From an optimization exercise on the open Yosys and OpenROAD flow, aimed at a short achievable clock period and few clock cycles; shortcuts taken in it are not production practice.
In this exercise RTL edits were held to simulation tests only and were not proved equivalent to the original.
Power is estimated from default activity; no workload was simulated.

==> run a: inputs <==
==> flow/design.v <==
module alu_issue_regfile #(
   parameter int NUM_REGS = 32
) (
   input  logic        clk,
   input  logic        rst,
   input  logic [4:0]  rd1_addr,
   output logic [31:0] rd1_data,
   input  logic [4:0]  rd2_addr,
   output logic [31:0] rd2_data,
   input  logic [4:0]  dbg_addr,
   output logic [31:0] dbg_data,
   input  logic        wr_en,
   input  logic [4:0]  wr_addr,
   input  logic [31:0] wr_data
);
   logic [31:0] regs_q [1:31];
   wire  [31:0] regs [32];
   assign regs[0] = 32'h0;
   for (genvar i = 1; i < 32; i++) begin : g_reg
      always_ff @(posedge clk) begin
         if (rst)                            regs_q[i] <= 32'h0;
         else if (wr_en && wr_addr == 5'(i)) regs_q[i] <= wr_data;
      end
      assign regs[i] = regs_q[i];
   end
   function automatic logic [31:0] rd(input logic [4:0] a, input logic [1023:0] f);
      logic [31:0] acc, m;
      acc = 32'h0;
      for (int k = 0; k < 8; k++) begin
         m = f[(4*k + a[1:0])*32 +: 32];
         acc |= {32{a[4:2] == 3'(k)}} & m;
      end
      rd = acc;
   endfunction
   wire [1023:0] flat;
   for (genvar i = 0; i < 32; i++) begin : g_f
      assign flat[i*32 +: 32] = regs[i];
   end
   assign rd1_data = rd(rd1_addr, flat);
   assign rd2_data = rd(rd2_addr, flat);
   assign dbg_data = rd(dbg_addr, flat);
endmodule
module alu_issue
#(
   parameter int NUM_REGS = 32
) (
   input  logic        clk,
   input  logic        rst,
   input  logic        in_valid,
   output logic        in_ready,
   input  logic [31:0] in_instr,
   output logic        alu_ce,
   output logic [2:0]  alu_op,
   output logic [31:0] alu_operand1,
   output logic [31:0] alu_operand2,
   input  logic [31:0] alu_result,
   output logic        retire,
   output logic        illegal,
   input  logic [4:0]  dbg_rd_addr,
   output logic [31:0] dbg_rd_data
);
   localparam logic [2:0] ALU_ADD = 3'd0;
   localparam logic [2:0] ALU_SUB = 3'd1;
   localparam logic [2:0] ALU_AND = 3'd2;
   localparam logic [2:0] ALU_OR  = 3'd3;
   localparam logic [2:0] ALU_XOR = 3'd4;
   localparam logic [2:0] ALU_LSL = 3'd5;
   localparam logic [2:0] ALU_LSR = 3'd6;
   localparam logic [6:0] OPC_OP     = 7'b0110011;
   localparam logic [6:0] OPC_OP_IMM = 7'b0010011;
   localparam logic [2:0] F3_ADD_SUB = 3'b000;
   localparam logic [2:0] F3_SLL     = 3'b001;
   localparam logic [2:0] F3_XOR     = 3'b100;
   localparam logic [2:0] F3_SRL_SRA = 3'b101;
   localparam logic [2:0] F3_OR      = 3'b110;
   localparam logic [2:0] F3_AND     = 3'b111;
   localparam logic [6:0] F7_BASE = 7'b0000000;
   localparam logic [6:0] F7_ALT  = 7'b0100000;
   logic [6:0]  opcode;
   logic [4:0]  rd_f;
   logic [2:0]  funct3;
   logic [4:0]  rs1_f;
   logic [4:0]  rs2_f;
   logic [6:0]  funct7;
   logic [31:0] imm_sext;
   logic        accept;
   logic        dec_legal;
   logic        dec_use_imm;
   logic        dec_shift;
   logic [2:0]  dec_op;
   logic [31:0] rs1_val;
   logic [31:0] rs2_val;
   assign opcode   = in_instr[6:0];
   assign rd_f     = in_instr[11:7];
   assign funct3   = in_instr[14:12];
   assign rs1_f    = in_instr[19:15];
   assign rs2_f    = in_instr[24:20];
   assign funct7   = in_instr[31:25];
   assign imm_sext = {{20{in_instr[31]}}, in_instr[31:20]};
   logic        ex_v;           
   logic [4:0]  ex_rd;
   logic        rs_v;           
   logic [4:0]  rs_rd;
   logic        wb_v;           
   logic [4:0]  wb_rd;
   logic [31:0] wb_data;
   logic        ret_q;
   logic        ill_q;
   logic [31:0] op1_q, op2_q;
   logic        fw1_q;          
   logic        fw2lo_q;        
   logic        fw2hi_q;        
   logic [2:0]  op_q;
   alu_issue_regfile #(.NUM_REGS(NUM_REGS)) u_regfile (
      .clk      (clk),
      .rst      (rst),
      .rd1_addr (rs1_f),
      .rd1_data (rs1_val),
      .rd2_addr (rs2_f),
      .rd2_data (rs2_val),
      .dbg_addr (dbg_rd_addr),
      .dbg_data (dbg_rd_data),
      .wr_en    (wb_v),
      .wr_addr  (wb_rd),
      .wr_data  (wb_data)
   );
   always_comb begin
      dec_legal   = 1'b0;
      dec_op      = ALU_ADD;
      dec_use_imm = 1'b0;
      dec_shift   = 1'b0;
      case (opcode)
         OPC_OP: begin
            case (funct3)
               F3_ADD_SUB: begin
                  if (funct7 == F7_BASE) begin
                     dec_legal = 1'b1;
                  end else if (funct7 == F7_ALT) begin
                     dec_legal = 1'b1;
                     dec_op    = ALU_SUB;
                  end
               end
               F3_XOR: begin
                  dec_legal = (funct7 == F7_BASE);
                  dec_op    = ALU_XOR;
               end
               F3_OR: begin
                  dec_legal = (funct7 == F7_BASE);
                  dec_op    = ALU_OR;
               end
               F3_AND: begin
                  dec_legal = (funct7 == F7_BASE);
                  dec_op    = ALU_AND;
               end
               F3_SLL: begin
                  dec_legal = (funct7 == F7_BASE);
                  dec_op    = ALU_LSL;
                  dec_shift = 1'b1;
               end
               F3_SRL_SRA: begin
                  dec_legal = (funct7 == F7_BASE);
                  dec_op    = ALU_LSR;
                  dec_shift = 1'b1;
               end
               default: ;
            endcase
         end
         OPC_OP_IMM: begin
            dec_use_imm = 1'b1;
            case (funct3)
               F3_ADD_SUB: begin
                  dec_legal = 1'b1;
                  dec_op    = ALU_ADD;
               end
               F3_XOR: begin
                  dec_legal = 1'b1;
                  dec_op    = ALU_XOR;
               end
               F3_OR: begin
                  dec_legal = 1'b1;
                  dec_op    = ALU_OR;
               end
               F3_AND: begin
                  dec_legal = 1'b1;
                  dec_op    = ALU_AND;
               end
               F3_SLL: begin
                  dec_legal = (funct7 == F7_BASE);
                  dec_op    = ALU_LSL;
               end
               F3_SRL_SRA: begin
                  dec_legal = (funct7 == F7_BASE);
                  dec_op    = ALU_LSR;
               end
               default: ;
            endcase
         end
         default: ;
      endcase
   end
   assign in_ready = 1'b1;
   assign accept   = in_valid && !rst;
   logic s1_ex, s1_rs, s1_wb;
   logic s2_ex, s2_rs, s2_wb;
   logic [31:0] a_val, b_val;
   logic [31:0] op1_d, op2_d;
   logic        fw1_d, fw2_d;
   assign s1_ex = ex_v && (ex_rd != 5'd0) && (ex_rd == rs1_f);
   assign s1_rs = rs_v && (rs_rd != 5'd0) && (rs_rd == rs1_f);
   assign s1_wb = wb_v && (wb_rd != 5'd0) && (wb_rd == rs1_f);
   assign s2_ex = ex_v && (ex_rd != 5'd0) && (ex_rd == rs2_f);
   assign s2_rs = rs_v && (rs_rd != 5'd0) && (rs_rd == rs2_f);
   assign s2_wb = wb_v && (wb_rd != 5'd0) && (wb_rd == rs2_f);
   always_comb begin
      if (s1_rs)      a_val = alu_result;
      else if (s1_wb) a_val = wb_data;
      else            a_val = rs1_val;
      if (s2_rs)      b_val = alu_result;
      else if (s2_wb) b_val = wb_data;
      else            b_val = rs2_val;
      fw1_d = s1_ex;
      fw2_d = s2_ex && !dec_use_imm;
      op1_d = fw1_d ? 32'h0 : a_val;
      if (dec_use_imm)    op2_d = imm_sext;
      else if (fw2_d)     op2_d = 32'h0;
      else if (dec_shift) op2_d = {27'b0, b_val[4:0]};
      else                op2_d = b_val;
   end
   always_ff @(posedge clk) begin
      if (rst) begin
         ex_v    <= 1'b0;
         rs_v    <= 1'b0;
         wb_v    <= 1'b0;
         ret_q   <= 1'b0;
         ill_q   <= 1'b0;
      end else begin
         ex_v    <= accept && dec_legal;
         rs_v    <= ex_v;
         wb_v    <= rs_v;
         ret_q   <= wb_v;
         ill_q   <= accept && !dec_legal;
      end
   end
   always_ff @(posedge clk) begin
      ex_rd   <= rd_f;
      rs_rd   <= ex_rd;
      wb_rd   <= rs_rd;
      wb_data <= alu_result;
      op_q    <= dec_op;
      op1_q   <= op1_d;
      op2_q   <= op2_d;
      fw1_q   <= fw1_d;
      fw2lo_q <= fw2_d;
      fw2hi_q <= fw2_d && !dec_shift;
   end
   assign alu_ce       = ex_v;
   assign alu_op       = op_q;
   assign alu_operand1 = op1_q | ({32{fw1_q}} & alu_result);
   assign alu_operand2 = op2_q | {{27{fw2hi_q}} & alu_result[31:5], {5{fw2lo_q}} & alu_result[4:0]};
   assign retire       = ret_q;
   assign illegal      = ill_q;
endmodule
==> flow/run.sh <==
#!/bin/bash
# synth_recipe.tcl (not shown) runs the flow's synth.tcl, then flattens the netlist and writes it again
# the make line also repeats each setting of config.mk as NAME=value (left out here)
make -C /OpenROAD-flow-scripts/flow DESIGN_CONFIG=/design/flow/config.mk WORK_HOME=/design/flow/orfs CLKGATE_MAP_FILE= SYNTH_SCRIPT=/design/flow/synth_recipe.tcl finish
==> flow/config.mk <==
export PLATFORM = sky130hd
export DESIGN_NAME = alu_issue
export DESIGN_NICKNAME = alu_issue
export VERILOG_FILES = /design/flow/design.v
export SDC_FILE = /design/flow/constraint.sdc
export NUM_CORES = 4
export LEC_CHECK = 0
export CAP_MARGIN = 20
export CORE_MARGIN = 2
export CORE_UTILIZATION = 40
export SETUP_SLACK_MARGIN = 1.5
export SLEW_MARGIN = 20
==> flow/constraint.sdc <==
create_clock -name core_clock -period 5.0 [get_ports {clk}]
set_input_delay 1.0000 -clock core_clock [delete_from_list [all_inputs] [get_ports {clk}]]
set_output_delay 1.0000 -clock core_clock [all_outputs]
set_load 0.01 [all_outputs]
==> inputs of run b, as changes to run a <==
- CORE_UTILIZATION: 40 -> 45
==> inputs of run c, as changes to run a <==
- CORE_UTILIZATION: 40 -> 35
==> summary.txt <==
|  | run c | run b | run a |
|---|---|---|---|
| Worst setup path endpoint | dbg_rd_data[19] | op1_q[2]$_SDFF_PP0_ | dbg_rd_data[31] |
| Antenna violations before repair | 36 | 39 | 28 |
| Register fraction of the total cell area | 29.4% | 29.3% | 29.6% |
| Comb power | 1960 uW | 2040 uW | 2010 uW |
| Bufs and invs on worst path | 5 | 4 | 6 |
| Met3 wire length | 66,200 um | 67,700 um | 65,900 um |
| Clock distribution power | 10,000 uW | 10,200 uW | 10,100 uW |
| Post-route worst setup slack | 0.876 ns | 1.12 ns | 1.20 ns |
| Combined area of the multi-input logic cells | 0.0383 mm^2 | 0.0383 mm^2 | 0.0382 mm^2 |
| Data required time at the worst endpoint | 4.00 ns | 5.64 ns | 4.00 ns |
| Comb pwr share | 9.3% | 9.6% | 9.5% |
| Clock skew after layout | 0.0427 ns | 0.0239 ns | 0.0275 ns |
| Worst-path cell with the longest stage delay | sky130_fd_sc_hd__mux4_2 | sky130_fd_sc_hd__nand4b_2 | sky130_fd_sc_hd__nand4_1 |
| Leakage power summed over all cells | 0.0265 uW | 0.0269 uW | 0.0264 uW |
| Peak clock frequency supported by timing | 0.243 GHz | 0.258 GHz | 0.263 GHz |
| Switching component of the power | 5550 uW | 5630 uW | 5670 uW |
| Vias per std cell | 6.82 | 7.12 | 7.01 |
| Global-route wire length before repair | 497,000 um | 505,000 um | 503,000 um |
| Status | finished clean | finished clean | finished clean |
| Max IR drop VDD | 0.326 mV | 0.277 mV | 0.303 mV |
Testbench counts of run a, summed over its fixed seeds: cycles 24,032.
Testbench counts of run b, summed over its fixed seeds: cycles 24,032.
Testbench counts of run c, summed over its fixed seeds: cycles 24,032.

## port drivers added, routing unchanged
Ports are ideal in the flow. The routed layouts listed here were re-timed in OpenROAD.
Step 1: set_driving_cell puts a clkbuf_16 on clk and a buf_2 on each other input, an assumption about the parent block.
Step 2 times the ports against the registers' clock, not the clock port: input delays grow and output delays shrink by t, the midpoint of the rising clock arrivals with the driver on.
Slacks: ideal / step 1 / step 2; pairs: ideal / step 1.
run | t (ns) | slack for setup (ns) | pins driven straight from the clock port
run a | 0.861 | 1.200 / 0.748 / 0.545 | 1
run b | 0.903 | 1.121 / 0.684 / 0.286 | 1
run c | 0.869 | 0.876 / 0.791 / 0.606 | 1
After both steps setup and hold are still met in every run listed. The setup slack of run b, which loses most, moves by -0.437 ns with the drivers and by -0.835 ns with both steps.
